From an optimization exercise on the open Yosys and OpenROAD flow, aimed at small area, a short achievable clock period and few clock cycles per item; shortcuts taken in it are not production practice.
Function was checked by simulation only, so behaviour that the tests miss may differ from the original.

File: design.v
package rsti_pkg;
    localparam int MAX_DIGITS = 16;
    localparam int IDX_W      = 4;
    localparam int CNT_W      = 5;
    localparam int VAL_W      = 64;
    localparam int LO_W       = 32;
    localparam logic [7:0] CH_MINUS = 8'h2D;
    localparam logic [7:0] CH_PLUS  = 8'h2B;
    localparam logic [7:0] CH_SPACE = 8'h20;
    localparam logic [7:0] CH_LF    = 8'h0A;
    localparam logic [7:0] CH_TAB   = 8'h09;
    localparam logic [7:0] CH_CR    = 8'h0D;
    localparam logic [7:0] CH_VT    = 8'h0B;
    localparam logic [7:0] CH_FF    = 8'h0C;
    localparam logic [7:0] CH_NUL   = 8'h00;
    localparam logic [1:0] REG_RADIX       = 2'd0;
    localparam logic [1:0] REG_DIGIT_COUNT = 2'd1;
    localparam logic [1:0] REG_DIGITS_LOW  = 2'd2;
    localparam logic [1:0] REG_DIGITS_HIGH = 2'd3;
    localparam logic [4:0]  RST_RADIX       = 5'd10;
    localparam logic [4:0]  RST_DIGIT_COUNT = 5'd10;
    localparam logic [63:0] RST_DIGITS_LOW  = 64'h3736_3534_3332_3130;
    localparam logic [63:0] RST_DIGITS_HIGH = 64'h0000_0000_0000_3938;
    typedef enum logic [1:0] {
        PH_WS   = 2'd0,
        PH_SIGN = 2'd1,
        PH_DIG  = 2'd2,
        PH_DONE = 2'd3
    } t_phase;
    typedef struct packed {
        logic             first;
        logic             space;
        logic             minus;
        logic             plus;
        logic             hit;
        logic [3:0]       idx;
    } t_tok;
    function automatic logic [7:0] booth(input logic [4:0] r);
        logic one0, two0, neg0, one1, two1, neg1, one2, two2;
        one0 = r[0];
        two0 = r[1] && !r[0];
        neg0 = r[1];
        one1 = r[1] ^ r[2];
        two1 = (r[3:1] == 3'b011) || (r[3:1] == 3'b100);
        neg1 = r[3] && !(r[2] && r[1]);
        one2 = r[3] ^ r[4];
        two2 = r[3] && r[4];
        booth = {two2, one2, neg1, two1, one1, neg0, two0, one0};
    endfunction
endpackage
module rsti_front (
    input  logic                        i_clk,
    input  logic                        i_rst_n,
    input  logic                        i_valid,
    output logic                        o_ready,
    input  logic [7:0]                  i_ch,
    input  logic                        i_first,
    input  logic [rsti_pkg::CNT_W-1:0]  i_digit_count,
    input  logic [2*rsti_pkg::VAL_W-1:0] i_alphabet,
    output logic                        o_qvalid,
    output rsti_pkg::t_tok              o_qtok,
    input  logic                        i_qpop
);
    rsti_pkg::t_tok                     w_tok;
    rsti_pkg::t_tok                     r_tok;
    logic                               r_tvalid;
    logic [7:0]                         w_entry;
    logic                               w_big;
    logic                               w_nul;
    always_comb begin
        w_big       = i_digit_count[4];
        w_nul       = (i_ch == rsti_pkg::CH_NUL);
        w_tok.first = i_first;
        w_tok.space = (i_ch == rsti_pkg::CH_SPACE) || (i_ch == rsti_pkg::CH_LF) ||
                      (i_ch == rsti_pkg::CH_TAB) || (i_ch == rsti_pkg::CH_CR) ||
                      (i_ch == rsti_pkg::CH_VT) || (i_ch == rsti_pkg::CH_FF);
        w_tok.minus = (i_ch == rsti_pkg::CH_MINUS);
        w_tok.plus  = (i_ch == rsti_pkg::CH_PLUS);
        w_tok.hit   = 1'b0;
        w_tok.idx   = '0;
        w_entry     = '0;
        for (int k = rsti_pkg::MAX_DIGITS - 1; k >= 0; k--) begin
            w_entry = i_alphabet[8*k +: 8];
            if ((w_big || (4'(k) < i_digit_count[3:0])) && !w_nul && (w_entry == i_ch)) begin
                w_tok.hit = 1'b1;
                w_tok.idx = rsti_pkg::IDX_W'(k);
            end
        end
    end
    assign o_ready  = i_qpop;
    assign o_qvalid = r_tvalid;
    assign o_qtok   = r_tok;
    always_ff @(posedge i_clk) begin
        if (i_qpop) begin
            r_tok <= w_tok;
        end
    end
    always_ff @(posedge i_clk) begin
        if (!i_rst_n) begin
            r_tvalid <= 1'b0;
        end else if (i_qpop) begin
            r_tvalid <= i_valid;
        end
    end
endmodule
module rsti_back (
    input  logic                          i_clk,
    input  logic                          i_rst_n,
    input  logic                          i_qvalid,
    input  rsti_pkg::t_tok                i_qtok,
    output logic                          o_qpop,
    input  logic [7:0]                    i_booth,
    input  logic [4:0]                    i_rm1,
    output logic                          o_valid,
    input  logic                          i_ready,
    output logic signed [rsti_pkg::VAL_W-1:0] o_value
);
    localparam int LO_W = rsti_pkg::LO_W;
    localparam int HI_W = rsti_pkg::VAL_W - LO_W;
    rsti_pkg::t_phase               r_phase;
    rsti_pkg::t_phase               n_phase;
    rsti_pkg::t_phase               w_ph;
    logic                           r_par;
    logic                           n_par;
    logic                           w_par;
    logic [LO_W-1:0]                r_lo;
    logic [HI_W-1:0]                r_hi;
    logic [LO_W-1:0]                w_lo_mac;
    logic                           w_lo_c;
    logic [4:0]                     w_lo_ca;
    logic [4:0]                     w_lo_cb;
    logic [4:0]                     w_carry;
    logic [HI_W-1:0]                w_hi_mac;
    logic [5:0]                     w_f;
    logic [LO_W-1:0]                w_lo_ld;
    logic [HI_W-1:0]                w_hi_ld;
    logic [4:0]                     r_ca;
    logic [4:0]                     r_cb;
    logic                           r_c;
    logic                           r_hmac;
    logic                           r_oval;
    logic                           w_run;
    logic                           w_pop;
    logic                           w_pre;
    logic                           w_emit;
    logic                           w_dig;
    logic                           w_rz;
    logic                           w_mac;
    logic                           w_load;
    logic                           w_lo_load;
    logic                           w_lo_step;
    logic                           w_lo_keep;
    logic                           w_hi_step;
    logic                           w_hi_keep;
    logic [LO_W-1:0]                w_lo_next;
    logic [HI_W-1:0]                w_hi_next;
    assign w_run   = !r_oval || i_ready;
    assign w_pop   = i_qvalid && w_run;
    assign o_qpop  = w_run;
    assign o_valid = r_oval;
    assign o_value = {r_hi, r_lo} ^ {rsti_pkg::VAL_W{r_par}};
    always_comb begin
        w_ph   = i_qtok.first ? rsti_pkg::PH_WS : r_phase;
        w_par  = i_qtok.first ? 1'b0 : r_par;
        w_pre  = (w_ph == rsti_pkg::PH_WS) || (w_ph == rsti_pkg::PH_SIGN);
        w_emit = 1'b0;
        w_dig  = 1'b0;
        n_phase = w_ph;
        n_par   = w_par;
        if (w_ph == rsti_pkg::PH_DONE) begin
            n_phase = rsti_pkg::PH_DONE;
        end else if ((w_ph == rsti_pkg::PH_WS) && i_qtok.space) begin
            n_phase = rsti_pkg::PH_WS;
        end else if (w_pre && i_qtok.minus) begin
            n_phase = rsti_pkg::PH_SIGN;
            n_par   = ~w_par;
        end else if (w_pre && i_qtok.plus) begin
            n_phase = rsti_pkg::PH_SIGN;
        end else if (i_qtok.hit) begin
            w_dig   = 1'b1;
            n_phase = rsti_pkg::PH_DIG;
        end else begin
            w_emit  = 1'b1;
            n_phase = rsti_pkg::PH_DONE;
        end
    end
    always_comb begin
        w_rz    = !(i_booth[0] || i_booth[1] || i_booth[3] || i_booth[4] ||
                    i_booth[6] || i_booth[7]);
        w_mac   = w_dig && !i_qtok.first && !w_rz;
        w_load  = i_qtok.first || (w_pre && i_qtok.minus) || (w_dig && w_rz);
        w_f     = 6'(i_qtok.idx) + (r_par ? 6'(i_rm1) : 6'd0);
        if (w_dig) begin
            w_lo_ld = w_par ? {{(LO_W-4){i_qtok.idx == '0}}, i_qtok.idx - 4'd1}
                            : LO_W'(i_qtok.idx);
            w_hi_ld = {HI_W{w_par && (i_qtok.idx == '0)}};
        end else begin
            w_lo_ld = {LO_W{n_par}};
            w_hi_ld = {HI_W{n_par}};
        end
    end
    rsti_mac_lo u_mac_lo (
        .i_v (r_lo),
        .i_b (i_booth),
        .i_f (w_f),
        .o_y (w_lo_mac),
        .o_c (w_lo_c),
        .o_ca (w_lo_ca),
        .o_cb (w_lo_cb)
    );
    assign w_carry = r_ca + r_cb + 5'(r_c);
    rsti_mac_hi u_mac_hi (
        .i_v (r_hi),
        .i_b (i_booth),
        .i_c (w_carry),
        .o_y (w_hi_mac)
    );
    always_comb begin
        w_lo_load = w_pop && w_load;
        w_lo_step = w_pop && w_mac;
        w_lo_keep = !(w_lo_load || w_lo_step);
        w_hi_step = r_hmac && !w_lo_load;
        w_hi_keep = !(w_lo_load || w_hi_step);
        w_lo_next = ({LO_W{w_lo_load}} & w_lo_ld) | ({LO_W{w_lo_step}} & w_lo_mac) |
                    ({LO_W{w_lo_keep}} & r_lo);
        w_hi_next = ({HI_W{w_lo_load}} & w_hi_ld) | ({HI_W{w_hi_step}} & w_hi_mac) |
                    ({HI_W{w_hi_keep}} & r_hi);
    end
    always_ff @(posedge i_clk) begin
        r_lo <= w_lo_next;
        r_hi <= w_hi_next;
        r_ca <= w_lo_ca;
        r_cb <= w_lo_cb;
        r_c  <= w_lo_c;
    end
    always_ff @(posedge i_clk) begin
        if (!i_rst_n) begin
            r_phase <= rsti_pkg::PH_DONE;
            r_par   <= 1'b0;
            r_oval  <= 1'b0;
            r_hmac  <= 1'b0;
        end else begin
            if (w_pop && w_emit) begin
                r_oval <= 1'b1;
            end else if (i_ready) begin
                r_oval <= 1'b0;
            end
            if (w_pop) begin
                r_phase <= n_phase;
                r_par   <= n_par;
            end
            r_hmac <= w_pop && w_mac;
        end
    end
endmodule
module rsti_mac_lo (
    input  logic [31:0] i_v,
    input  logic [7:0] i_b,
    input  logic [5:0] i_f,
    output logic [31:0] o_y,
    output logic o_c,
    output logic [4:0] o_ca,
    output logic [4:0] o_cb
);
    logic t0;
    logic t1;
    logic t2;
    logic t3;
    logic t4;
    logic t5;
    logic t6;
    logic t7;
    logic t8;
    logic t9;
    logic t10;
    logic t11;
    logic t12;
    logic t13;
    logic t14;
    logic t15;
    logic t16;
    logic t17;
    logic t18;
    logic t19;
    logic t20;
    logic t21;
    logic t22;
    logic t23;
    logic t24;
    logic t25;
    logic t26;
    logic t27;
    logic t28;
    logic t29;
    logic t30;
    logic t31;
    logic t32;
    logic t33;
    logic t34;
    logic t35;
    logic t36;
    logic t37;
    logic t38;
    logic t39;
    logic t40;
    logic t41;
    logic t42;
    logic t43;
    logic t44;
    logic t45;
    logic t46;
    logic t47;
    logic t48;
    logic t49;
    logic t50;
    logic t51;
    logic t52;
    logic t53;
    logic t54;
    logic t55;
    logic t56;
    logic t57;
    logic t58;
    logic t59;
    logic t60;
    logic t61;
    logic t62;
    logic t63;
    logic t64;
    logic t65;
    logic t66;
    logic t67;
    logic t68;
    logic t69;
    logic t70;
    logic t71;
    logic t72;
    logic t73;
    logic t74;
    logic t75;
    logic t76;
    logic t77;
    logic t78;
    logic t79;
    logic t80;
    logic t81;
    logic t82;
    logic t83;
    logic t84;
    logic t85;
    logic t86;
    logic t87;
    logic t88;
    logic t89;
    logic t90;
    logic t91;
    logic t92;
    logic t93;
    logic t94;
    logic t95;
    logic t96;
    logic t97;
    logic t98;
    logic t99;
    logic t100;
    logic t101;
    logic t102;
    logic t103;
    logic t104;
    logic t105;
    logic t106;
    logic t107;
    logic t108;
    logic t109;
    logic t110;
    logic t111;
    logic t112;
    logic t113;
    logic t114;
    logic t115;
    logic t116;
    logic t117;
    logic t118;
    logic t119;
    logic t120;
    logic t121;
    logic t122;
    logic t123;
    logic t124;
    logic t125;
    logic t126;
    logic t127;
    logic t128;
    logic t129;
    logic t130;
    logic t131;
    logic t132;
    logic t133;
    logic t134;
    logic t135;
    logic t136;
    logic t137;
    logic t138;
    logic t139;
    logic t140;
    logic t141;
    logic t142;
    logic t143;
    logic t144;
    logic t145;
    logic t146;
    logic t147;
    logic t148;
    logic t149;
    logic t150;
    logic t151;
    logic t152;
    logic t153;
    logic t154;
    logic t155;
    logic t156;
    logic t157;
    logic t158;
    logic t159;
    logic t160;
    logic t161;
    logic t162;
    logic t163;
    logic t164;
    logic t165;
    logic t166;
    logic t167;
    logic t168;
    logic t169;
    logic t170;
    logic t171;
    logic t172;
    logic t173;
    logic t174;
    logic t175;
    logic t176;
    logic t177;
    logic t178;
    logic t179;
    logic t180;
    logic t181;
    logic t182;
    logic t183;
    logic t184;
    logic t185;
    logic t186;
    logic t187;
    logic t188;
    logic t189;
    logic t190;
    logic t191;
    logic t192;
    logic t193;
    logic t194;
    logic t195;
    logic t196;
    logic t197;
    logic t198;
    logic t199;
    logic t200;
    logic t201;
    logic t202;
    logic t203;
    logic t204;
    logic t205;
    logic t206;
    logic t207;
    logic t208;
    logic t209;
    logic t210;
    logic t211;
    logic t212;
    logic t213;
    logic t214;
    logic t215;
    logic t216;
    logic t217;
    logic t218;
    logic t219;
    logic t220;
    logic t221;
    logic t222;
    logic t223;
    logic t224;
    logic t225;
    logic t226;
    logic t227;
    logic t228;
    logic t229;
    logic t230;
    logic t231;
    logic t232;
    logic t233;
    logic t234;
    logic t235;
    logic t236;
    logic t237;
    logic t238;
    logic t239;
    logic t240;
    logic t241;
    logic t242;
    assign t0 = ((i_b[0] & i_v[0])) ^ i_b[2];
    assign t1 = ((i_b[0] & i_v[1]) | (i_b[1] & i_v[0])) ^ i_b[2];
    assign t2 = ((i_b[0] & i_v[2]) | (i_b[1] & i_v[1])) ^ i_b[2];
    assign t3 = ((i_b[0] & i_v[3]) | (i_b[1] & i_v[2])) ^ i_b[2];
    assign t4 = ((i_b[0] & i_v[4]) | (i_b[1] & i_v[3])) ^ i_b[2];
    assign t5 = ((i_b[0] & i_v[5]) | (i_b[1] & i_v[4])) ^ i_b[2];
    assign t6 = ((i_b[0] & i_v[6]) | (i_b[1] & i_v[5])) ^ i_b[2];
    assign t7 = ((i_b[0] & i_v[7]) | (i_b[1] & i_v[6])) ^ i_b[2];
    assign t8 = ((i_b[0] & i_v[8]) | (i_b[1] & i_v[7])) ^ i_b[2];
    assign t9 = ((i_b[0] & i_v[9]) | (i_b[1] & i_v[8])) ^ i_b[2];
    assign t10 = ((i_b[0] & i_v[10]) | (i_b[1] & i_v[9])) ^ i_b[2];
    assign t11 = ((i_b[0] & i_v[11]) | (i_b[1] & i_v[10])) ^ i_b[2];
    assign t12 = ((i_b[0] & i_v[12]) | (i_b[1] & i_v[11])) ^ i_b[2];
    assign t13 = ((i_b[0] & i_v[13]) | (i_b[1] & i_v[12])) ^ i_b[2];
    assign t14 = ((i_b[0] & i_v[14]) | (i_b[1] & i_v[13])) ^ i_b[2];
    assign t15 = ((i_b[0] & i_v[15]) | (i_b[1] & i_v[14])) ^ i_b[2];
    assign t16 = ((i_b[0] & i_v[16]) | (i_b[1] & i_v[15])) ^ i_b[2];
    assign t17 = ((i_b[0] & i_v[17]) | (i_b[1] & i_v[16])) ^ i_b[2];
    assign t18 = ((i_b[0] & i_v[18]) | (i_b[1] & i_v[17])) ^ i_b[2];
    assign t19 = ((i_b[0] & i_v[19]) | (i_b[1] & i_v[18])) ^ i_b[2];
    assign t20 = ((i_b[0] & i_v[20]) | (i_b[1] & i_v[19])) ^ i_b[2];
    assign t21 = ((i_b[0] & i_v[21]) | (i_b[1] & i_v[20])) ^ i_b[2];
    assign t22 = ((i_b[0] & i_v[22]) | (i_b[1] & i_v[21])) ^ i_b[2];
    assign t23 = ((i_b[0] & i_v[23]) | (i_b[1] & i_v[22])) ^ i_b[2];
    assign t24 = ((i_b[0] & i_v[24]) | (i_b[1] & i_v[23])) ^ i_b[2];
    assign t25 = ((i_b[0] & i_v[25]) | (i_b[1] & i_v[24])) ^ i_b[2];
    assign t26 = ((i_b[0] & i_v[26]) | (i_b[1] & i_v[25])) ^ i_b[2];
    assign t27 = ((i_b[0] & i_v[27]) | (i_b[1] & i_v[26])) ^ i_b[2];
    assign t28 = ((i_b[0] & i_v[28]) | (i_b[1] & i_v[27])) ^ i_b[2];
    assign t29 = ((i_b[0] & i_v[29]) | (i_b[1] & i_v[28])) ^ i_b[2];
    assign t30 = ((i_b[0] & i_v[30]) | (i_b[1] & i_v[29])) ^ i_b[2];
    assign t31 = ((i_b[0] & i_v[31]) | (i_b[1] & i_v[30])) ^ i_b[2];
    assign t32 = ((i_b[1] & i_v[31])) ^ i_b[2];
    assign t33 = ((i_b[3] & i_v[0])) ^ i_b[5];
    assign t34 = ((i_b[3] & i_v[1]) | (i_b[4] & i_v[0])) ^ i_b[5];
    assign t35 = ((i_b[3] & i_v[2]) | (i_b[4] & i_v[1])) ^ i_b[5];
    assign t36 = ((i_b[3] & i_v[3]) | (i_b[4] & i_v[2])) ^ i_b[5];
    assign t37 = ((i_b[3] & i_v[4]) | (i_b[4] & i_v[3])) ^ i_b[5];
    assign t38 = ((i_b[3] & i_v[5]) | (i_b[4] & i_v[4])) ^ i_b[5];
    assign t39 = ((i_b[3] & i_v[6]) | (i_b[4] & i_v[5])) ^ i_b[5];
    assign t40 = ((i_b[3] & i_v[7]) | (i_b[4] & i_v[6])) ^ i_b[5];
    assign t41 = ((i_b[3] & i_v[8]) | (i_b[4] & i_v[7])) ^ i_b[5];
    assign t42 = ((i_b[3] & i_v[9]) | (i_b[4] & i_v[8])) ^ i_b[5];
    assign t43 = ((i_b[3] & i_v[10]) | (i_b[4] & i_v[9])) ^ i_b[5];
    assign t44 = ((i_b[3] & i_v[11]) | (i_b[4] & i_v[10])) ^ i_b[5];
    assign t45 = ((i_b[3] & i_v[12]) | (i_b[4] & i_v[11])) ^ i_b[5];
    assign t46 = ((i_b[3] & i_v[13]) | (i_b[4] & i_v[12])) ^ i_b[5];
    assign t47 = ((i_b[3] & i_v[14]) | (i_b[4] & i_v[13])) ^ i_b[5];
    assign t48 = ((i_b[3] & i_v[15]) | (i_b[4] & i_v[14])) ^ i_b[5];
    assign t49 = ((i_b[3] & i_v[16]) | (i_b[4] & i_v[15])) ^ i_b[5];
    assign t50 = ((i_b[3] & i_v[17]) | (i_b[4] & i_v[16])) ^ i_b[5];
    assign t51 = ((i_b[3] & i_v[18]) | (i_b[4] & i_v[17])) ^ i_b[5];
    assign t52 = ((i_b[3] & i_v[19]) | (i_b[4] & i_v[18])) ^ i_b[5];
    assign t53 = ((i_b[3] & i_v[20]) | (i_b[4] & i_v[19])) ^ i_b[5];
    assign t54 = ((i_b[3] & i_v[21]) | (i_b[4] & i_v[20])) ^ i_b[5];
    assign t55 = ((i_b[3] & i_v[22]) | (i_b[4] & i_v[21])) ^ i_b[5];
    assign t56 = ((i_b[3] & i_v[23]) | (i_b[4] & i_v[22])) ^ i_b[5];
    assign t57 = ((i_b[3] & i_v[24]) | (i_b[4] & i_v[23])) ^ i_b[5];
    assign t58 = ((i_b[3] & i_v[25]) | (i_b[4] & i_v[24])) ^ i_b[5];
    assign t59 = ((i_b[3] & i_v[26]) | (i_b[4] & i_v[25])) ^ i_b[5];
    assign t60 = ((i_b[3] & i_v[27]) | (i_b[4] & i_v[26])) ^ i_b[5];
    assign t61 = ((i_b[3] & i_v[28]) | (i_b[4] & i_v[27])) ^ i_b[5];
    assign t62 = ((i_b[3] & i_v[29]) | (i_b[4] & i_v[28])) ^ i_b[5];
    assign t63 = ((i_b[3] & i_v[30]) | (i_b[4] & i_v[29])) ^ i_b[5];
    assign t64 = ((i_b[3] & i_v[31]) | (i_b[4] & i_v[30])) ^ i_b[5];
    assign t65 = ((i_b[4] & i_v[31])) ^ i_b[5];
    assign t66 = (i_b[6] & i_v[0]);
    assign t67 = (i_b[6] & i_v[1]) | (i_b[7] & i_v[0]);
    assign t68 = (i_b[6] & i_v[2]) | (i_b[7] & i_v[1]);
    assign t69 = (i_b[6] & i_v[3]) | (i_b[7] & i_v[2]);
    assign t70 = (i_b[6] & i_v[4]) | (i_b[7] & i_v[3]);
    assign t71 = (i_b[6] & i_v[5]) | (i_b[7] & i_v[4]);
    assign t72 = (i_b[6] & i_v[6]) | (i_b[7] & i_v[5]);
    assign t73 = (i_b[6] & i_v[7]) | (i_b[7] & i_v[6]);
    assign t74 = (i_b[6] & i_v[8]) | (i_b[7] & i_v[7]);
    assign t75 = (i_b[6] & i_v[9]) | (i_b[7] & i_v[8]);
    assign t76 = (i_b[6] & i_v[10]) | (i_b[7] & i_v[9]);
    assign t77 = (i_b[6] & i_v[11]) | (i_b[7] & i_v[10]);
    assign t78 = (i_b[6] & i_v[12]) | (i_b[7] & i_v[11]);
    assign t79 = (i_b[6] & i_v[13]) | (i_b[7] & i_v[12]);
    assign t80 = (i_b[6] & i_v[14]) | (i_b[7] & i_v[13]);
    assign t81 = (i_b[6] & i_v[15]) | (i_b[7] & i_v[14]);
    assign t82 = (i_b[6] & i_v[16]) | (i_b[7] & i_v[15]);
    assign t83 = (i_b[6] & i_v[17]) | (i_b[7] & i_v[16]);
    assign t84 = (i_b[6] & i_v[18]) | (i_b[7] & i_v[17]);
    assign t85 = (i_b[6] & i_v[19]) | (i_b[7] & i_v[18]);
    assign t86 = (i_b[6] & i_v[20]) | (i_b[7] & i_v[19]);
    assign t87 = (i_b[6] & i_v[21]) | (i_b[7] & i_v[20]);
    assign t88 = (i_b[6] & i_v[22]) | (i_b[7] & i_v[21]);
    assign t89 = (i_b[6] & i_v[23]) | (i_b[7] & i_v[22]);
    assign t90 = (i_b[6] & i_v[24]) | (i_b[7] & i_v[23]);
    assign t91 = (i_b[6] & i_v[25]) | (i_b[7] & i_v[24]);
    assign t92 = (i_b[6] & i_v[26]) | (i_b[7] & i_v[25]);
    assign t93 = (i_b[6] & i_v[27]) | (i_b[7] & i_v[26]);
    assign t94 = (i_b[6] & i_v[28]) | (i_b[7] & i_v[27]);
    assign t95 = (i_b[6] & i_v[29]) | (i_b[7] & i_v[28]);
    assign t96 = (i_b[6] & i_v[30]) | (i_b[7] & i_v[29]);
    assign t97 = (i_b[6] & i_v[31]) | (i_b[7] & i_v[30]);
    assign t98 = (i_b[7] & i_v[31]);
    assign t99 = t2 ^ t33;
    assign t100 = t2 & t33;
    assign t101 = t3 ^ t34;
    assign t102 = t3 & t34;
    assign t103 = t4 ^ t35 ^ t66;
    assign t104 = (t4 & t35) | (t4 & t66) | (t35 & t66);
    assign t105 = t5 ^ t36 ^ t67;
    assign t106 = (t5 & t36) | (t5 & t67) | (t36 & t67);
    assign t107 = t6 ^ t37;
    assign t108 = t6 & t37;
    assign t109 = t7 ^ t38;
    assign t110 = t7 & t38;
    assign t111 = t8 ^ t39;
    assign t112 = t8 & t39;
    assign t113 = t9 ^ t40;
    assign t114 = t9 & t40;
    assign t115 = t10 ^ t41;
    assign t116 = t10 & t41;
    assign t117 = t11 ^ t42;
    assign t118 = t11 & t42;
    assign t119 = t12 ^ t43;
    assign t120 = t12 & t43;
    assign t121 = t13 ^ t44;
    assign t122 = t13 & t44;
    assign t123 = t14 ^ t45;
    assign t124 = t14 & t45;
    assign t125 = t15 ^ t46;
    assign t126 = t15 & t46;
    assign t127 = t16 ^ t47;
    assign t128 = t16 & t47;
    assign t129 = t17 ^ t48;
    assign t130 = t17 & t48;
    assign t131 = t18 ^ t49;
    assign t132 = t18 & t49;
    assign t133 = t19 ^ t50;
    assign t134 = t19 & t50;
    assign t135 = t20 ^ t51;
    assign t136 = t20 & t51;
    assign t137 = t21 ^ t52;
    assign t138 = t21 & t52;
    assign t139 = t22 ^ t53;
    assign t140 = t22 & t53;
    assign t141 = t23 ^ t54;
    assign t142 = t23 & t54;
    assign t143 = t24 ^ t55;
    assign t144 = t24 & t55;
    assign t145 = t25 ^ t56;
    assign t146 = t25 & t56;
    assign t147 = t26 ^ t57;
    assign t148 = t26 & t57;
    assign t149 = t27 ^ t58;
    assign t150 = t27 & t58;
    assign t151 = t28 ^ t59;
    assign t152 = t28 & t59;
    assign t153 = t29 ^ t60;
    assign t154 = t29 & t60;
    assign t155 = t30 ^ t61;
    assign t156 = t30 & t61;
    assign t157 = t31 ^ t62;
    assign t158 = t31 & t62;
    assign t159 = t32 ^ t63;
    assign t160 = t32 & t63;
    assign t161 = i_b[2] ^ t64;
    assign t162 = i_b[2] & t64;
    assign t163 = i_b[2] ^ t65;
    assign t164 = i_b[2] & t65;
    assign t165 = i_b[2] ^ i_b[5];
    assign t166 = i_b[2] & i_b[5];
    assign t167 = i_b[2] ^ i_b[5];
    assign t168 = i_b[2] & i_b[5];
    assign t169 = t0 ^ i_b[2];
    assign t170 = t0 & i_b[2];
    assign t171 = t1 ^ i_f[1];
    assign t172 = t1 & i_f[1];
    assign t173 = t99 ^ i_b[5] ^ i_f[2];
    assign t174 = (t99 & i_b[5]) | (t99 & i_f[2]) | (i_b[5] & i_f[2]);
    assign t175 = t100 ^ t101 ^ i_f[3];
    assign t176 = (t100 & t101) | (t100 & i_f[3]) | (t101 & i_f[3]);
    assign t177 = t102 ^ t103 ^ i_f[4];
    assign t178 = (t102 & t103) | (t102 & i_f[4]) | (t103 & i_f[4]);
    assign t179 = t104 ^ t105 ^ i_f[5];
    assign t180 = (t104 & t105) | (t104 & i_f[5]) | (t105 & i_f[5]);
    assign t181 = t106 ^ t107 ^ t68;
    assign t182 = (t106 & t107) | (t106 & t68) | (t107 & t68);
    assign t183 = t108 ^ t109 ^ t69;
    assign t184 = (t108 & t109) | (t108 & t69) | (t109 & t69);
    assign t185 = t110 ^ t111 ^ t70;
    assign t186 = (t110 & t111) | (t110 & t70) | (t111 & t70);
    assign t187 = t112 ^ t113 ^ t71;
    assign t188 = (t112 & t113) | (t112 & t71) | (t113 & t71);
    assign t189 = t114 ^ t115 ^ t72;
    assign t190 = (t114 & t115) | (t114 & t72) | (t115 & t72);
    assign t191 = t116 ^ t117 ^ t73;
    assign t192 = (t116 & t117) | (t116 & t73) | (t117 & t73);
    assign t193 = t118 ^ t119 ^ t74;
    assign t194 = (t118 & t119) | (t118 & t74) | (t119 & t74);
    assign t195 = t120 ^ t121 ^ t75;
    assign t196 = (t120 & t121) | (t120 & t75) | (t121 & t75);
    assign t197 = t122 ^ t123 ^ t76;
    assign t198 = (t122 & t123) | (t122 & t76) | (t123 & t76);
    assign t199 = t124 ^ t125 ^ t77;
    assign t200 = (t124 & t125) | (t124 & t77) | (t125 & t77);
    assign t201 = t126 ^ t127 ^ t78;
    assign t202 = (t126 & t127) | (t126 & t78) | (t127 & t78);
    assign t203 = t128 ^ t129 ^ t79;
    assign t204 = (t128 & t129) | (t128 & t79) | (t129 & t79);
    assign t205 = t130 ^ t131 ^ t80;
    assign t206 = (t130 & t131) | (t130 & t80) | (t131 & t80);
    assign t207 = t132 ^ t133 ^ t81;
    assign t208 = (t132 & t133) | (t132 & t81) | (t133 & t81);
    assign t209 = t134 ^ t135 ^ t82;
    assign t210 = (t134 & t135) | (t134 & t82) | (t135 & t82);
    assign t211 = t136 ^ t137 ^ t83;
    assign t212 = (t136 & t137) | (t136 & t83) | (t137 & t83);
    assign t213 = t138 ^ t139 ^ t84;
    assign t214 = (t138 & t139) | (t138 & t84) | (t139 & t84);
    assign t215 = t140 ^ t141 ^ t85;
    assign t216 = (t140 & t141) | (t140 & t85) | (t141 & t85);
    assign t217 = t142 ^ t143 ^ t86;
    assign t218 = (t142 & t143) | (t142 & t86) | (t143 & t86);
    assign t219 = t144 ^ t145 ^ t87;
    assign t220 = (t144 & t145) | (t144 & t87) | (t145 & t87);
    assign t221 = t146 ^ t147 ^ t88;
    assign t222 = (t146 & t147) | (t146 & t88) | (t147 & t88);
    assign t223 = t148 ^ t149 ^ t89;
    assign t224 = (t148 & t149) | (t148 & t89) | (t149 & t89);
    assign t225 = t150 ^ t151 ^ t90;
    assign t226 = (t150 & t151) | (t150 & t90) | (t151 & t90);
    assign t227 = t152 ^ t153 ^ t91;
    assign t228 = (t152 & t153) | (t152 & t91) | (t153 & t91);
    assign t229 = t154 ^ t155 ^ t92;
    assign t230 = (t154 & t155) | (t154 & t92) | (t155 & t92);
    assign t231 = t156 ^ t157 ^ t93;
    assign t232 = (t156 & t157) | (t156 & t93) | (t157 & t93);
    assign t233 = t158 ^ t159 ^ t94;
    assign t234 = (t158 & t159) | (t158 & t94) | (t159 & t94);
    assign t235 = t160 ^ t161 ^ t95;
    assign t236 = (t160 & t161) | (t160 & t95) | (t161 & t95);
    assign t237 = t162 ^ t163 ^ t96;
    assign t238 = (t162 & t163) | (t162 & t96) | (t163 & t96);
    assign t239 = t164 ^ t165 ^ t97;
    assign t240 = (t164 & t165) | (t164 & t97) | (t165 & t97);
    assign t241 = t166 ^ t167 ^ t98;
    assign t242 = (t166 & t167) | (t166 & t98) | (t167 & t98);
    assign {o_c, o_y} = {1'b0, t230, t228, t226, t224, t222, t220, t218, t216, t214, t212, t210, t208, t206, t204, t202, t200, t198, t196, t194, t192, t190, t188, t186, t184, t182, t180, t178, t176, t174, t172, t170, t169} + {1'b0, t231, t229, t227, t225, t223, t221, t219, t217, t215, t213, t211, t209, t207, t205, t203, t201, t199, t197, t195, t193, t191, t189, t187, t185, t183, t181, t179, t177, t175, t173, t171, i_f[0]};
    assign o_ca = {t240, t238, t236, t234, t232};
    assign o_cb = {t241, t239, t237, t235, t233};
endmodule
module rsti_mac_hi (
    input  logic [31:0] i_v,
    input  logic [7:0] i_b,
    input  logic [4:0] i_c,
    output logic [31:0] o_y
);
    logic t0;
    logic t1;
    logic t2;
    logic t3;
    logic t4;
    logic t5;
    logic t6;
    logic t7;
    logic t8;
    logic t9;
    logic t10;
    logic t11;
    logic t12;
    logic t13;
    logic t14;
    logic t15;
    logic t16;
    logic t17;
    logic t18;
    logic t19;
    logic t20;
    logic t21;
    logic t22;
    logic t23;
    logic t24;
    logic t25;
    logic t26;
    logic t27;
    logic t28;
    logic t29;
    logic t30;
    logic t31;
    logic t32;
    logic t33;
    logic t34;
    logic t35;
    logic t36;
    logic t37;
    logic t38;
    logic t39;
    logic t40;
    logic t41;
    logic t42;
    logic t43;
    logic t44;
    logic t45;
    logic t46;
    logic t47;
    logic t48;
    logic t49;
    logic t50;
    logic t51;
    logic t52;
    logic t53;
    logic t54;
    logic t55;
    logic t56;
    logic t57;
    logic t58;
    logic t59;
    logic t60;
    logic t61;
    logic t62;
    logic t63;
    logic t64;
    logic t65;
    logic t66;
    logic t67;
    logic t68;
    logic t69;
    logic t70;
    logic t71;
    logic t72;
    logic t73;
    logic t74;
    logic t75;
    logic t76;
    logic t77;
    logic t78;
    logic t79;
    logic t80;
    logic t81;
    logic t82;
    logic t83;
    logic t84;
    logic t85;
    logic t86;
    logic t87;
    logic t88;
    logic t89;
    logic t90;
    logic t91;
    logic t92;
    logic t93;
    logic t94;
    logic t95;
    logic t96;
    logic t97;
    logic t98;
    logic t99;
    logic t100;
    logic t101;
    logic t102;
    logic t103;
    logic t104;
    logic t105;
    logic t106;
    logic t107;
    logic t108;
    logic t109;
    logic t110;
    logic t111;
    logic t112;
    logic t113;
    logic t114;
    logic t115;
    logic t116;
    logic t117;
    logic t118;
    logic t119;
    logic t120;
    logic t121;
    logic t122;
    logic t123;
    logic t124;
    logic t125;
    logic t126;
    logic t127;
    logic t128;
    logic t129;
    logic t130;
    logic t131;
    logic t132;
    logic t133;
    logic t134;
    logic t135;
    logic t136;
    logic t137;
    logic t138;
    logic t139;
    logic t140;
    logic t141;
    logic t142;
    logic t143;
    logic t144;
    logic t145;
    logic t146;
    logic t147;
    logic t148;
    logic t149;
    logic t150;
    logic t151;
    logic t152;
    logic t153;
    logic t154;
    logic t155;
    logic t156;
    logic t157;
    logic t158;
    logic t159;
    logic t160;
    logic t161;
    logic t162;
    logic t163;
    logic t164;
    logic t165;
    logic t166;
    logic t167;
    logic t168;
    logic t169;
    logic t170;
    logic t171;
    logic t172;
    logic t173;
    logic t174;
    logic t175;
    logic t176;
    logic t177;
    logic t178;
    logic t179;
    logic t180;
    logic t181;
    logic t182;
    logic t183;
    logic t184;
    logic t185;
    logic t186;
    logic t187;
    logic t188;
    logic t189;
    logic t190;
    logic t191;
    logic t192;
    logic t193;
    logic t194;
    logic t195;
    logic t196;
    logic t197;
    logic t198;
    logic t199;
    logic t200;
    logic t201;
    logic t202;
    logic t203;
    logic t204;
    logic t205;
    logic t206;
    logic t207;
    logic t208;
    logic t209;
    logic t210;
    logic t211;
    logic t212;
    logic t213;
    assign t0 = ((i_b[0] & i_v[0])) ^ i_b[2];
    assign t1 = ((i_b[0] & i_v[1]) | (i_b[1] & i_v[0])) ^ i_b[2];
    assign t2 = ((i_b[0] & i_v[2]) | (i_b[1] & i_v[1])) ^ i_b[2];
    assign t3 = ((i_b[0] & i_v[3]) | (i_b[1] & i_v[2])) ^ i_b[2];
    assign t4 = ((i_b[0] & i_v[4]) | (i_b[1] & i_v[3])) ^ i_b[2];
    assign t5 = ((i_b[0] & i_v[5]) | (i_b[1] & i_v[4])) ^ i_b[2];
    assign t6 = ((i_b[0] & i_v[6]) | (i_b[1] & i_v[5])) ^ i_b[2];
    assign t7 = ((i_b[0] & i_v[7]) | (i_b[1] & i_v[6])) ^ i_b[2];
    assign t8 = ((i_b[0] & i_v[8]) | (i_b[1] & i_v[7])) ^ i_b[2];
    assign t9 = ((i_b[0] & i_v[9]) | (i_b[1] & i_v[8])) ^ i_b[2];
    assign t10 = ((i_b[0] & i_v[10]) | (i_b[1] & i_v[9])) ^ i_b[2];
    assign t11 = ((i_b[0] & i_v[11]) | (i_b[1] & i_v[10])) ^ i_b[2];
    assign t12 = ((i_b[0] & i_v[12]) | (i_b[1] & i_v[11])) ^ i_b[2];
    assign t13 = ((i_b[0] & i_v[13]) | (i_b[1] & i_v[12])) ^ i_b[2];
    assign t14 = ((i_b[0] & i_v[14]) | (i_b[1] & i_v[13])) ^ i_b[2];
    assign t15 = ((i_b[0] & i_v[15]) | (i_b[1] & i_v[14])) ^ i_b[2];
    assign t16 = ((i_b[0] & i_v[16]) | (i_b[1] & i_v[15])) ^ i_b[2];
    assign t17 = ((i_b[0] & i_v[17]) | (i_b[1] & i_v[16])) ^ i_b[2];
    assign t18 = ((i_b[0] & i_v[18]) | (i_b[1] & i_v[17])) ^ i_b[2];
    assign t19 = ((i_b[0] & i_v[19]) | (i_b[1] & i_v[18])) ^ i_b[2];
    assign t20 = ((i_b[0] & i_v[20]) | (i_b[1] & i_v[19])) ^ i_b[2];
    assign t21 = ((i_b[0] & i_v[21]) | (i_b[1] & i_v[20])) ^ i_b[2];
    assign t22 = ((i_b[0] & i_v[22]) | (i_b[1] & i_v[21])) ^ i_b[2];
    assign t23 = ((i_b[0] & i_v[23]) | (i_b[1] & i_v[22])) ^ i_b[2];
    assign t24 = ((i_b[0] & i_v[24]) | (i_b[1] & i_v[23])) ^ i_b[2];
    assign t25 = ((i_b[0] & i_v[25]) | (i_b[1] & i_v[24])) ^ i_b[2];
    assign t26 = ((i_b[0] & i_v[26]) | (i_b[1] & i_v[25])) ^ i_b[2];
    assign t27 = ((i_b[0] & i_v[27]) | (i_b[1] & i_v[26])) ^ i_b[2];
    assign t28 = ((i_b[0] & i_v[28]) | (i_b[1] & i_v[27])) ^ i_b[2];
    assign t29 = ((i_b[0] & i_v[29]) | (i_b[1] & i_v[28])) ^ i_b[2];
    assign t30 = ((i_b[0] & i_v[30]) | (i_b[1] & i_v[29])) ^ i_b[2];
    assign t31 = ((i_b[0] & i_v[31]) | (i_b[1] & i_v[30])) ^ i_b[2];
    assign t32 = ((i_b[3] & i_v[0])) ^ i_b[5];
    assign t33 = ((i_b[3] & i_v[1]) | (i_b[4] & i_v[0])) ^ i_b[5];
    assign t34 = ((i_b[3] & i_v[2]) | (i_b[4] & i_v[1])) ^ i_b[5];
    assign t35 = ((i_b[3] & i_v[3]) | (i_b[4] & i_v[2])) ^ i_b[5];
    assign t36 = ((i_b[3] & i_v[4]) | (i_b[4] & i_v[3])) ^ i_b[5];
    assign t37 = ((i_b[3] & i_v[5]) | (i_b[4] & i_v[4])) ^ i_b[5];
    assign t38 = ((i_b[3] & i_v[6]) | (i_b[4] & i_v[5])) ^ i_b[5];
    assign t39 = ((i_b[3] & i_v[7]) | (i_b[4] & i_v[6])) ^ i_b[5];
    assign t40 = ((i_b[3] & i_v[8]) | (i_b[4] & i_v[7])) ^ i_b[5];
    assign t41 = ((i_b[3] & i_v[9]) | (i_b[4] & i_v[8])) ^ i_b[5];
    assign t42 = ((i_b[3] & i_v[10]) | (i_b[4] & i_v[9])) ^ i_b[5];
    assign t43 = ((i_b[3] & i_v[11]) | (i_b[4] & i_v[10])) ^ i_b[5];
    assign t44 = ((i_b[3] & i_v[12]) | (i_b[4] & i_v[11])) ^ i_b[5];
    assign t45 = ((i_b[3] & i_v[13]) | (i_b[4] & i_v[12])) ^ i_b[5];
    assign t46 = ((i_b[3] & i_v[14]) | (i_b[4] & i_v[13])) ^ i_b[5];
    assign t47 = ((i_b[3] & i_v[15]) | (i_b[4] & i_v[14])) ^ i_b[5];
    assign t48 = ((i_b[3] & i_v[16]) | (i_b[4] & i_v[15])) ^ i_b[5];
    assign t49 = ((i_b[3] & i_v[17]) | (i_b[4] & i_v[16])) ^ i_b[5];
    assign t50 = ((i_b[3] & i_v[18]) | (i_b[4] & i_v[17])) ^ i_b[5];
    assign t51 = ((i_b[3] & i_v[19]) | (i_b[4] & i_v[18])) ^ i_b[5];
    assign t52 = ((i_b[3] & i_v[20]) | (i_b[4] & i_v[19])) ^ i_b[5];
    assign t53 = ((i_b[3] & i_v[21]) | (i_b[4] & i_v[20])) ^ i_b[5];
    assign t54 = ((i_b[3] & i_v[22]) | (i_b[4] & i_v[21])) ^ i_b[5];
    assign t55 = ((i_b[3] & i_v[23]) | (i_b[4] & i_v[22])) ^ i_b[5];
    assign t56 = ((i_b[3] & i_v[24]) | (i_b[4] & i_v[23])) ^ i_b[5];
    assign t57 = ((i_b[3] & i_v[25]) | (i_b[4] & i_v[24])) ^ i_b[5];
    assign t58 = ((i_b[3] & i_v[26]) | (i_b[4] & i_v[25])) ^ i_b[5];
    assign t59 = ((i_b[3] & i_v[27]) | (i_b[4] & i_v[26])) ^ i_b[5];
    assign t60 = ((i_b[3] & i_v[28]) | (i_b[4] & i_v[27])) ^ i_b[5];
    assign t61 = ((i_b[3] & i_v[29]) | (i_b[4] & i_v[28])) ^ i_b[5];
    assign t62 = (i_b[6] & i_v[0]);
    assign t63 = (i_b[6] & i_v[1]) | (i_b[7] & i_v[0]);
    assign t64 = (i_b[6] & i_v[2]) | (i_b[7] & i_v[1]);
    assign t65 = (i_b[6] & i_v[3]) | (i_b[7] & i_v[2]);
    assign t66 = (i_b[6] & i_v[4]) | (i_b[7] & i_v[3]);
    assign t67 = (i_b[6] & i_v[5]) | (i_b[7] & i_v[4]);
    assign t68 = (i_b[6] & i_v[6]) | (i_b[7] & i_v[5]);
    assign t69 = (i_b[6] & i_v[7]) | (i_b[7] & i_v[6]);
    assign t70 = (i_b[6] & i_v[8]) | (i_b[7] & i_v[7]);
    assign t71 = (i_b[6] & i_v[9]) | (i_b[7] & i_v[8]);
    assign t72 = (i_b[6] & i_v[10]) | (i_b[7] & i_v[9]);
    assign t73 = (i_b[6] & i_v[11]) | (i_b[7] & i_v[10]);
    assign t74 = (i_b[6] & i_v[12]) | (i_b[7] & i_v[11]);
    assign t75 = (i_b[6] & i_v[13]) | (i_b[7] & i_v[12]);
    assign t76 = (i_b[6] & i_v[14]) | (i_b[7] & i_v[13]);
    assign t77 = (i_b[6] & i_v[15]) | (i_b[7] & i_v[14]);
    assign t78 = (i_b[6] & i_v[16]) | (i_b[7] & i_v[15]);
    assign t79 = (i_b[6] & i_v[17]) | (i_b[7] & i_v[16]);
    assign t80 = (i_b[6] & i_v[18]) | (i_b[7] & i_v[17]);
    assign t81 = (i_b[6] & i_v[19]) | (i_b[7] & i_v[18]);
    assign t82 = (i_b[6] & i_v[20]) | (i_b[7] & i_v[19]);
    assign t83 = (i_b[6] & i_v[21]) | (i_b[7] & i_v[20]);
    assign t84 = (i_b[6] & i_v[22]) | (i_b[7] & i_v[21]);
    assign t85 = (i_b[6] & i_v[23]) | (i_b[7] & i_v[22]);
    assign t86 = (i_b[6] & i_v[24]) | (i_b[7] & i_v[23]);
    assign t87 = (i_b[6] & i_v[25]) | (i_b[7] & i_v[24]);
    assign t88 = (i_b[6] & i_v[26]) | (i_b[7] & i_v[25]);
    assign t89 = (i_b[6] & i_v[27]) | (i_b[7] & i_v[26]);
    assign t90 = t2 ^ t32;
    assign t91 = t2 & t32;
    assign t92 = t3 ^ t33;
    assign t93 = t3 & t33;
    assign t94 = t4 ^ t34 ^ t62;
    assign t95 = (t4 & t34) | (t4 & t62) | (t34 & t62);
    assign t96 = t5 ^ t35;
    assign t97 = t5 & t35;
    assign t98 = t6 ^ t36;
    assign t99 = t6 & t36;
    assign t100 = t7 ^ t37;
    assign t101 = t7 & t37;
    assign t102 = t8 ^ t38;
    assign t103 = t8 & t38;
    assign t104 = t9 ^ t39;
    assign t105 = t9 & t39;
    assign t106 = t10 ^ t40;
    assign t107 = t10 & t40;
    assign t108 = t11 ^ t41;
    assign t109 = t11 & t41;
    assign t110 = t12 ^ t42;
    assign t111 = t12 & t42;
    assign t112 = t13 ^ t43;
    assign t113 = t13 & t43;
    assign t114 = t14 ^ t44;
    assign t115 = t14 & t44;
    assign t116 = t15 ^ t45;
    assign t117 = t15 & t45;
    assign t118 = t16 ^ t46;
    assign t119 = t16 & t46;
    assign t120 = t17 ^ t47;
    assign t121 = t17 & t47;
    assign t122 = t18 ^ t48;
    assign t123 = t18 & t48;
    assign t124 = t19 ^ t49;
    assign t125 = t19 & t49;
    assign t126 = t20 ^ t50;
    assign t127 = t20 & t50;
    assign t128 = t21 ^ t51;
    assign t129 = t21 & t51;
    assign t130 = t22 ^ t52;
    assign t131 = t22 & t52;
    assign t132 = t23 ^ t53;
    assign t133 = t23 & t53;
    assign t134 = t24 ^ t54;
    assign t135 = t24 & t54;
    assign t136 = t25 ^ t55;
    assign t137 = t25 & t55;
    assign t138 = t26 ^ t56;
    assign t139 = t26 & t56;
    assign t140 = t27 ^ t57;
    assign t141 = t27 & t57;
    assign t142 = t28 ^ t58;
    assign t143 = t28 & t58;
    assign t144 = t29 ^ t59;
    assign t145 = t29 & t59;
    assign t146 = t30 ^ t60;
    assign t147 = t30 & t60;
    assign t148 = t31 ^ t61;
    assign t149 = t31 & t61;
    assign t150 = t0 ^ i_b[2];
    assign t151 = t0 & i_b[2];
    assign t152 = t1 ^ i_c[1];
    assign t153 = t1 & i_c[1];
    assign t154 = t90 ^ i_b[5] ^ i_c[2];
    assign t155 = (t90 & i_b[5]) | (t90 & i_c[2]) | (i_b[5] & i_c[2]);
    assign t156 = t91 ^ t92 ^ i_c[3];
    assign t157 = (t91 & t92) | (t91 & i_c[3]) | (t92 & i_c[3]);
    assign t158 = t93 ^ t94 ^ i_c[4];
    assign t159 = (t93 & t94) | (t93 & i_c[4]) | (t94 & i_c[4]);
    assign t160 = t95 ^ t96 ^ t63;
    assign t161 = (t95 & t96) | (t95 & t63) | (t96 & t63);
    assign t162 = t97 ^ t98 ^ t64;
    assign t163 = (t97 & t98) | (t97 & t64) | (t98 & t64);
    assign t164 = t99 ^ t100 ^ t65;
    assign t165 = (t99 & t100) | (t99 & t65) | (t100 & t65);
    assign t166 = t101 ^ t102 ^ t66;
    assign t167 = (t101 & t102) | (t101 & t66) | (t102 & t66);
    assign t168 = t103 ^ t104 ^ t67;
    assign t169 = (t103 & t104) | (t103 & t67) | (t104 & t67);
    assign t170 = t105 ^ t106 ^ t68;
    assign t171 = (t105 & t106) | (t105 & t68) | (t106 & t68);
    assign t172 = t107 ^ t108 ^ t69;
    assign t173 = (t107 & t108) | (t107 & t69) | (t108 & t69);
    assign t174 = t109 ^ t110 ^ t70;
    assign t175 = (t109 & t110) | (t109 & t70) | (t110 & t70);
    assign t176 = t111 ^ t112 ^ t71;
    assign t177 = (t111 & t112) | (t111 & t71) | (t112 & t71);
    assign t178 = t113 ^ t114 ^ t72;
    assign t179 = (t113 & t114) | (t113 & t72) | (t114 & t72);
    assign t180 = t115 ^ t116 ^ t73;
    assign t181 = (t115 & t116) | (t115 & t73) | (t116 & t73);
    assign t182 = t117 ^ t118 ^ t74;
    assign t183 = (t117 & t118) | (t117 & t74) | (t118 & t74);
    assign t184 = t119 ^ t120 ^ t75;
    assign t185 = (t119 & t120) | (t119 & t75) | (t120 & t75);
    assign t186 = t121 ^ t122 ^ t76;
    assign t187 = (t121 & t122) | (t121 & t76) | (t122 & t76);
    assign t188 = t123 ^ t124 ^ t77;
    assign t189 = (t123 & t124) | (t123 & t77) | (t124 & t77);
    assign t190 = t125 ^ t126 ^ t78;
    assign t191 = (t125 & t126) | (t125 & t78) | (t126 & t78);
    assign t192 = t127 ^ t128 ^ t79;
    assign t193 = (t127 & t128) | (t127 & t79) | (t128 & t79);
    assign t194 = t129 ^ t130 ^ t80;
    assign t195 = (t129 & t130) | (t129 & t80) | (t130 & t80);
    assign t196 = t131 ^ t132 ^ t81;
    assign t197 = (t131 & t132) | (t131 & t81) | (t132 & t81);
    assign t198 = t133 ^ t134 ^ t82;
    assign t199 = (t133 & t134) | (t133 & t82) | (t134 & t82);
    assign t200 = t135 ^ t136 ^ t83;
    assign t201 = (t135 & t136) | (t135 & t83) | (t136 & t83);
    assign t202 = t137 ^ t138 ^ t84;
    assign t203 = (t137 & t138) | (t137 & t84) | (t138 & t84);
    assign t204 = t139 ^ t140 ^ t85;
    assign t205 = (t139 & t140) | (t139 & t85) | (t140 & t85);
    assign t206 = t141 ^ t142 ^ t86;
    assign t207 = (t141 & t142) | (t141 & t86) | (t142 & t86);
    assign t208 = t143 ^ t144 ^ t87;
    assign t209 = (t143 & t144) | (t143 & t87) | (t144 & t87);
    assign t210 = t145 ^ t146 ^ t88;
    assign t211 = (t145 & t146) | (t145 & t88) | (t146 & t88);
    assign t212 = t147 ^ t148 ^ t89;
    assign t213 = (t147 & t148) | (t147 & t89) | (t148 & t89);
    assign o_y = {t211, t209, t207, t205, t203, t201, t199, t197, t195, t193, t191, t189, t187, t185, t183, t181, t179, t177, t175, t173, t171, t169, t167, t165, t163, t161, t159, t157, t155, t153, t151, t150} + {t212, t210, t208, t206, t204, t202, t200, t198, t196, t194, t192, t190, t188, t186, t184, t182, t180, t178, t176, t174, t172, t170, t168, t166, t164, t162, t160, t158, t156, t154, t152, i_c[0]};
endmodule
module radix_string_to_integer_unit (
    input  logic                              i_clk,
    input  logic                              i_rst_n,
    input  logic                              i_valid,
    output logic                              o_ready,
    input  logic [7:0]                        i_ch,
    input  logic                              i_first,
    output logic                              o_valid,
    input  logic                              i_ready,
    output logic signed [rsti_pkg::VAL_W-1:0] o_value,
    input  logic                              i_cfg_we,
    input  logic [1:0]                        i_cfg_idx,
    input  logic [rsti_pkg::VAL_W-1:0]        i_cfg_data
);
    logic [7:0]                  r_booth;
    logic [4:0]                  r_rm1;
    logic [rsti_pkg::CNT_W-1:0]  r_digit_count;
    logic [rsti_pkg::VAL_W-1:0]  r_digits_low;
    logic [rsti_pkg::VAL_W-1:0]  r_digits_high;
    logic                        w_qvalid;
    rsti_pkg::t_tok              w_qtok;
    logic                        w_qpop;
    always_ff @(posedge i_clk) begin
        if (!i_rst_n) begin
            r_booth       <= rsti_pkg::booth(rsti_pkg::RST_RADIX);
            r_rm1         <= rsti_pkg::RST_RADIX - 5'd1;
            r_digit_count <= rsti_pkg::RST_DIGIT_COUNT;
            r_digits_low  <= rsti_pkg::RST_DIGITS_LOW;
            r_digits_high <= rsti_pkg::RST_DIGITS_HIGH;
        end else if (i_cfg_we) begin
            case (i_cfg_idx)
                rsti_pkg::REG_RADIX: begin
                    r_booth <= rsti_pkg::booth(i_cfg_data[4:0]);
                    r_rm1   <= i_cfg_data[4:0] - 5'd1;
                end
                rsti_pkg::REG_DIGIT_COUNT: r_digit_count <= i_cfg_data[4:0];
                rsti_pkg::REG_DIGITS_LOW:  r_digits_low  <= i_cfg_data;
                rsti_pkg::REG_DIGITS_HIGH: r_digits_high <= i_cfg_data;
                default: begin
                end
            endcase
        end
    end
    rsti_front u_front (
        .i_clk         (i_clk),
        .i_rst_n       (i_rst_n),
        .i_valid       (i_valid),
        .o_ready       (o_ready),
        .i_ch          (i_ch),
        .i_first       (i_first),
        .i_digit_count (r_digit_count),
        .i_alphabet    ({r_digits_high, r_digits_low}),
        .o_qvalid      (w_qvalid),
        .o_qtok        (w_qtok),
        .i_qpop        (w_qpop)
    );
    rsti_back u_back (
        .i_clk    (i_clk),
        .i_rst_n  (i_rst_n),
        .i_qvalid (w_qvalid),
        .i_qtok   (w_qtok),
        .o_qpop   (w_qpop),
        .i_booth  (r_booth),
        .i_rm1    (r_rm1),
        .o_valid  (o_valid),
        .i_ready  (i_ready),
        .o_value  (o_value)
    );
endmodule
File: flow/run.sh
#!/bin/bash
# Own flow: the standard layout (standard.sh, unchanged synthesis), with
# two changes:
#  - every input and output port still gets its own buffer, but a plain
#    sky130_fd_sc_hd__buf_1 rather than the delay cell buffer_ports picks by
#    itself;
#  - clock tree synthesis adds no dummy loads and drives the register
#    clusters with sky130_fd_sc_hd__clkbuf_4 (the tree above them is as
#    usual).
# standard.sh's output goes to standard.log; each ORFS step keeps its own log
# under orfs/logs/.
set -euo pipefail
bash standard.sh "BUFFER_PORTS_ARGS=-buffer_cell sky130_fd_sc_hd__buf_1" \
  "CTS_ARGS=-sink_clustering_enable -repair_clock_nets -dont_use_dummy_load -sink_clustering_buffer sky130_fd_sc_hd__clkbuf_4" \
  finish > standard.log 2>&1
File: standard.sh
#!/bin/bash
# synth_recipe.tcl (not shown) runs the flow's synth.tcl, then flattens the netlist and writes it again
# the make line also repeats each setting of config.mk as NAME=value (left out here)
make -C /OpenROAD-flow-scripts/flow DESIGN_CONFIG=/design/flow/config.mk WORK_HOME=/design/flow/orfs CLKGATE_MAP_FILE= SYNTH_SCRIPT=/design/flow/synth_recipe.tcl "${@:-finish}"
File: config.mk
export PLATFORM = sky130hd
export DESIGN_NAME = radix_string_to_integer_unit
export DESIGN_NICKNAME = radix_string_to_integer_unit
export VERILOG_FILES = /design/flow/design.v
export SDC_FILE = /design/flow/constraint.sdc
export NUM_CORES = 4
export LEC_CHECK = 0
export ABC_AREA = 1
export CAP_MARGIN = 20
export CORE_MARGIN = 2
export CORE_UTILIZATION = 55
export PLACE_DENSITY = 0.65
export SETUP_SLACK_MARGIN = 2.5
export SLEW_MARGIN = 20
File: constraint.sdc
create_clock -name core_clock -period 6.5 [get_ports {i_clk}]
set_input_delay 1.3000 -clock core_clock [delete_from_list [all_inputs] [get_ports {i_clk}]]
set_output_delay 1.3000 -clock core_clock [all_outputs]
set_load 0.01 [all_outputs]
==> results of run 1 <==
-- layer usage --
metal  track usage (%)  up-vias  wire length (microns)
met5                 0        -                      0
met4              16.5        0                   2580
met3              6.02      167                   4210
met2              54.0      688                  28600
met1              41.4     8835                  26000
li1                  -     9127                      -
-- placed cells by master, fill, tap and decap left out, types with 5 or more instances in the layout --
cell,netlist,routed
o221ai_1,21,21
nand2_2,3,7
ha_4,0,7
clkbuf_4,0,63
dfxtp_4,0,7
buf_1,10,144
nand4_1,37,37
o21a_1,7,7
o21ai_0,176,170
edfxtp_1,9,9
nor3_1,27,21
nor3_2,0,6
dfxtp_1,227,219
a31oi_1,12,9
fa_1,70,68
inv_1,270,266
inv_2,16,15
or2_2,9,9
a21oi_2,0,7
ha_1,139,129
o21ai_1,17,20
a21oi_1,195,188
o211ai_1,46,46
buf_6,3,5
xor2_1,254,250
xnor2_1,27,26
nand2_1,391,387
o22ai_1,180,174
nor4_1,18,17
clkbuf_16,0,9
buf_4,6,42
a21o_1,5,5
nor2_1,182,180
nand3_1,78,78
-- worst register-to-register path, delay by kind of cell (launching register included) --
| family | cells | cell delay, ns |
|---|---|---|
| flip-flops | 1 | 0.45 |
| adder cells (fa/ha/maj) | 3 | 1.28 |
| XOR/XNOR | 1 | 0.23 |
| buffers and inverters | 3 | 0.26 |
| AO/OA/AOI/OAI | 3 | 0.40 |
| AND/OR/NAND/NOR | 14 | 1.14 |
-- repair_timing --
| item | 4_1_cts | 5_1_grt |
|---|---|---|
| resized for setup | 45 | 64 |
| pin swaps | 6 | 20 |
| cloned | 1 | 4 |
| setup buffers | 11 | 16 |
| endpoints found under the setup margin | 53 | 34 |
-- cells by family after synthesis --
family / synth area share, %
simple gates: 16.7
fa+ha+maj: 16.3
xor+xnor: 12.7
flops: 24.9
compound gates: 20.7
buf+inv: 8.65
-- cell type report --
cell class,count,area [sq um]
well taps,455,569
flip-flops and latches,236,4840
multi-input cells,1939,13200
inverters,292,1190
clock buffers,71,691
repair buffers,197,1020
repair inverters,5,53.8
diodes,2,5.00
fillers,3240,13100
-- worst paths after layout --
path / end / slack [ns] / depth (start not counted)
max: u_back.r_lo[29]$_DFF_P_ / 2.57 / 24
min: r_rm1[0]$_SDFFE_PN1P_ / 0.46 / 1
max reg2reg: u_back.r_lo[29]$_DFF_P_ / 2.57 / 24
min reg2reg: r_rm1[0]$_SDFFE_PN1P_ / 0.46 / 1
-- metrics by stage --
| stage | util [%] | std cells | cell area [sq um] |
|---|---|---|---|
| after global placement | 58.1 | 3092 | 20100 |
| final | 62.3 | 3197 | 21600 |
| after CTS | 60.9 | 3175 | 21100 |
| after floorplan | - | 2600 | 19400 |
| after global routing | 62.3 | 3196 | 21600 |
| after detailed placement | 58.1 | 3092 | 20100 |
-- sequential cells by signal, indices dropped and copies added (netlist names), 8 cells and up --
name	cells
r_booth	8
r_digits_high	64
r_digits_low	64
u_back.r_hi	32
u_back.r_lo	32
u_front.r_tok	9
==> qor.csv, run 1 <==
stage,metric,value,unit
placed_design,post-DP HPWL,41300,microns
clock_network,"Reg clk slew, reported paths",0.06,ns
worst_setup_path,Reg-to-Reg Start,r_booth[0]$_SDFFE_PN0P_,
logic_synthesis,Post-synth EDFFs,9,
logic_synthesis,post-synthesis async set-or-reset flop share,0,%
clock_network,CTS Hold Bufs,0,
route,Via Count,18817,
worst_setup_path,CP bufs+invs,3,
logic_synthesis,synth unique cells,58,
route,drt drc,0,
floorplan,die height,192,microns
sta,Final Critical Period,3.93,ns
route,Post-DRT Antenna Nets,0,
clock_network,clk root buf,clkbuf_16,
sta,"Slew Viols, Final",0,
clock_network,TritonCTS clock tree,built,
logic_synthesis,syn_nets,2889,
clock_network,clock sinks,236,
worst_setup_path,Top Family by Delay on Critical Path,adder cells,
worst_setup_path,Startpoint Class,flip-flop,
floorplan,total core area,34600,sq um
logic_synthesis,post-synth top area share,23.5,%
worst_setup_path,origin of the worst setup path,r_booth[0]$_SDFFE_PN0P_,
logic_synthesis,synthesized area per cell,7.44,sq um
logic_synthesis,Synth Cell Area,19300,sq um
clock_network,clk buf depth,3,
grt,vias in the first global route,18288,
sta,Fmax,254,MHz
sta,RSZ-0062 raised after global routing,yes,
placed_design,Port Buf Inserts,145,
logic_synthesis,Ys Warns,3,
worst_setup_path,Worst path max stage delay,0.52,ns
logic_synthesis,Synth top cells by count,"391 x nand2_1, 270 x inv_1, 254 x xor2_1, 227 x dfxtp_1, 195 x a21oi_1",
min_path,min-delay worst type,reg -> reg,
sta,"Setup violations, final",0,
grt,grt total ovfl,0,
sta,setup TNS,0,ns
sta,clock skew,0.0388,ns
logic_synthesis,Yosys reg bits,236,
floorplan,Chip Width,192,microns
floorplan,IO Count,146,
logic_synthesis,register area share after synthesis,24.9,%
finish,layout cell share with drive strength beyond 1,8.69,%
route,wire length per cell,19.2,microns
clock_network,Max H-tree Level,3,
sta,final hold slack,0.465,ns
floorplan,die area,36700,sq um
route,"wirelength, routed",61400,microns
clock_network,cts bufs inserted,71,
sta,Worst Tran Pin Value,0.897,ns
worst_setup_path,CP max stage cell,fa_1,
run,max cap viols,0,
route,initial drt markers,1370,
route,DR vias/cell,5.89,
worst_setup_path,CP max FO,12,
worst_setup_path,required time of the critical path,6.87,ns
finish,"Net count, final",3031,
placed_design,GP Congestion,0.957,
floorplan,Starting Density,55.9,%
route,drt first pass iters,6,
logic_synthesis,most common cell in the synthesized netlist,nand2_1,
sta,"Hold Vio Cnt, Final",0,
min_path,hold path startpoint,r_rm1[0]$_SDFFE_PN1P_,
worst_setup_path,critical path endpoint category,flip-flop,
logic_synthesis,ys flop type,dfxtp_1,
grt,initial antenna violation count,1,
finish,Syn-to-layout area delta,11.5,%
floorplan,floorplan row count,68,
worst_setup_path,Critical Path Most Common Cell,nand2_1,
worst_setup_path,critical path type,reg -> reg,
status,status,timing/DRC/antenna clean,
sta,Worst slew margin,40.2,%
sta,period utilisation layout,60.5,%
worst_setup_path,"Data arrival, critical path",4.30,ns
worst_setup_path,crit path cell chain,clkinv_16 > o22ai_2 > xor2_1 > fa_1 > fa_1 > ha_4 > nand2_1 > inv_1 > nand2_1 > nand2_1 > a21oi_2 > or2_4 > nand2_2 > nand2_1 > nand2_2 > nand2_1 > inv_1 > nor2_4 > o21bai_4 > nand2_1 > nand2_1 > nand2_1 > nand3_1 > nand3_1,
sta,"Worst Setup Slack, final",2.57,ns
grt,largest net degree at the start of global routing,93,
logic_synthesis,biggest area consumer among synthesized cells,dfxtp_1,
placed_design,Post-Place Worst Slack,1.66,ns
clock_network,Clock Latency Late Sink,0.54,ns
logic_synthesis,Post-Syn Instances,2600,
logic_synthesis,Area contributors post-synth,"dfxtp_1 23%, xor2_1 11%, ha_1 9.0%",
grt,global-route wire length before repair,95300,microns
grt,GRT Overall Usage,32.9,%
Testbench counts, summed over its fixed seeds: cycles 18,815, items 18,783.
==> run 2: changes to the inputs <==
--- a/config.mk
+++ b/config.mk
@@ -10,5 +10,5 @@
 export CORE_MARGIN = 2
 export CORE_UTILIZATION = 55
-export PLACE_DENSITY = 0.65
+export PLACE_DENSITY = 0.75
 export SETUP_SLACK_MARGIN = 2.5
 export SLEW_MARGIN = 20
==> qor.csv, run 2 <==
stage,metric,value,unit
finish,FF/Latch Area,4840,sq um
placed_design,GP Congestion,0.936,
worst_setup_path,Startpoint Class,flip-flop,
sta,"Hold Vio Cnt, Final",0,
run,max cap viols,0,
grt,largest net degree at the start of global routing,75,
logic_synthesis,Synth Cell Area,19300,sq um
worst_setup_path,"Data arrival, critical path",4.27,ns
worst_setup_path,CP max FO,12,
logic_synthesis,synthesized area per cell,7.44,sq um
grt,initial antenna violation count,2,
clock_network,Max H-tree Level,3,
status,status,timing/DRC/antenna clean,
floorplan,die height,192,microns
finish,Non-Filler Instances,3203,
logic_synthesis,post-synthesis async set-or-reset flop share,0,%
logic_synthesis,most common cell in the synthesized netlist,nand2_1,
logic_synthesis,Post-Syn Instances,2600,
logic_synthesis,syn_nets,2889,
logic_synthesis,biggest area consumer among synthesized cells,dfxtp_1,
min_path,min-delay worst type,reg -> reg,
route,wire length per cell,19.0,microns
logic_synthesis,ys flop type,dfxtp_1,
sta,Worst slew margin,42.0,%
finish,Syn-to-layout area delta,12.4,%
placed_design,post-DP HPWL,40500,microns
sta,Final Critical Period,3.92,ns
route,DR vias/cell,6.03,
logic_synthesis,Ys Warns,3,
logic_synthesis,Yosys reg bits,236,
floorplan,IO Count,146,
grt,grt total ovfl,0,
worst_setup_path,required time of the critical path,6.85,ns
finish,"Net count, final",3038,
clock_network,TritonCTS clock tree,built,
floorplan,die area,36700,sq um
sta,period utilisation layout,60.3,%
logic_synthesis,synth unique cells,58,
sta,clock skew,0.0402,ns
finish,layout cell share with drive strength beyond 1,9.94,%
logic_synthesis,post-synth top area share,23.5,%
route,Post-DRT Antenna Nets,0,
placed_design,Inst Count DP,3091,
worst_setup_path,origin of the worst setup path,r_booth[1]$_SDFFE_PN1P_,
floorplan,Chip Width,192,microns
logic_synthesis,Post-synth EDFFs,9,
[run 2: changes by cell type in the layout (fill, tap and decap cells not counted), moves of 7 or more]
cell | before | now
nand2_1 | 387 | 378
inv_2 | 15 | 22
a21oi_1 | 188 | 179
nand2_2 | 7 | 16
inv_1 | 266 | 258
buf_4 | 42 | 51
[run 2: per-stage QoR]
stage                     setup WS (ns)  hold WS, ns  util, %  instance area [sq um]
after floorplan                    2.51        0.427        -                  19400
after global placement             1.77        0.436     58.1                  20100
after detailed placement           1.67        0.440     58.1                  20100
after CTS                          2.51        0.452     60.7                  21000
after global routing               2.38        0.486     62.8                  21700
final                              2.58        0.465     62.8                  21700
[run 2: final timing paths]
| kind | endpoint | slack, ns | depth (start not counted) |
|---|---|---|---|
| worst max register to register | u_back.r_hi[21]$_DFF_P_ | 2.58 | 20 |
| worst max-delay path | u_back.r_hi[21]$_DFF_P_ | 2.58 | 20 |
| worst min-delay path | r_digits_high[36]$_SDFFE_PN0P_ | 0.46 | 2 |
| worst min register to register | r_digits_high[36]$_SDFFE_PN0P_ | 0.46 | 2 |
[run 2: repair_timing]
| item | in CTS | in global routing |
|---|---|---|
| setup endpoints to repair | 51 | 34 |
| gates cloned | 1 | 4 |
| buffers inserted | 7 | 28 |
| pin swaps | 5 | 43 |
| gates resized for setup | 50 | 94 |
[run 2: kinds of logic (layout without fill, tap and decap cells)]
family / count (synthesis) / after routing / share of synthesized area (%)
buf+inv: 425 / 572 / 8.65
xor+xnor: 281 / 281 / 12.7
simple gates: 761 / 761 / 16.7
fa+ha+maj: 210 / 210 / 16.3
other cells: 0 / 1 / 0
compound gates: 687 / 687 / 20.7
flops: 236 / 236 / 24.9
[run 2: worst max-delay path, stage by stage, from the launching register on]
cell,delay [ns]
dfxtp_4,0.43
clkinv_16,0.11
o22ai_2,0.14
xor2_1,0.22
fa_1,0.49
fa_1,0.56
inv_1,0.07
ha_4,0.28
nand2_1,0.08
inv_1,0.10
a21oi_2,0.08
o21ai_2,0.25
a21oi_1,0.11
inv_1,0.12
nand2_1,0.06
nand2_1,0.12
nand2_1,0.11
o21ai_2,0.14
a21oi_1,0.08
o21ai_0,0.10
nand3_1,0.08
[run 2: cell type report]
cell class | instances | area share [%]
diodes | 1 | 0.0115
clock buffers | 71 | 3.18
inverters | 292 | 5.49
multi-input cells | 1939 | 61.3
flip-flops and latches | 236 | 22.3
well taps | 455 | 2.62
repair buffers | 204 | 4.83
repair inverters | 5 | 0.259
[run 2: metal layers]
metal	share of wire [%]	GRT usage, %	vias to the layer above	routed length, microns
met2	47	52.8	957	28600
li1	-	-	9133	-
met5	0.028	0	-	17
met3	8.2	6.39	209	4980
met4	4.4	14.5	2	2700
met1	40	40.2	9013	24600

[static timing again, ports no longer ideal]
In the flow no input, the clock included, has a driving cell. The finished layouts below were timed again as built, in two steps.
Step 1: set_driving_cell puts a clkbuf_16 on i_clk and a buf_2 on each other input, an assumption about the parent block.
Step 2, shift: input delay + t, output delay - t, t = (earliest + latest rising clock arrival at the registers) / 2. This alone moves slack from input paths to output paths.
a / b / c = ideal ports / drivers / drivers and shift; a / b = the first two.
run | t, ns | setup WS [ns] | slew at the worst register clock pin (ns) | worst data-port slew with drivers (ns) | cell pins on the clock port's net
run 1 | 0.576 | 2.569 / 2.569 / 2.444 | 0.07 / 0.07 | 0.06 | 1
run 2 | 0.573 | 2.582 / 2.582 / 2.582 | 0.07 / 0.07 | 0.08 | 1
After both steps every run listed still meets setup and hold. The setup slack of run 1, which loses most, moves by 0.000 ns with the drivers and by -0.125 ns with both steps.
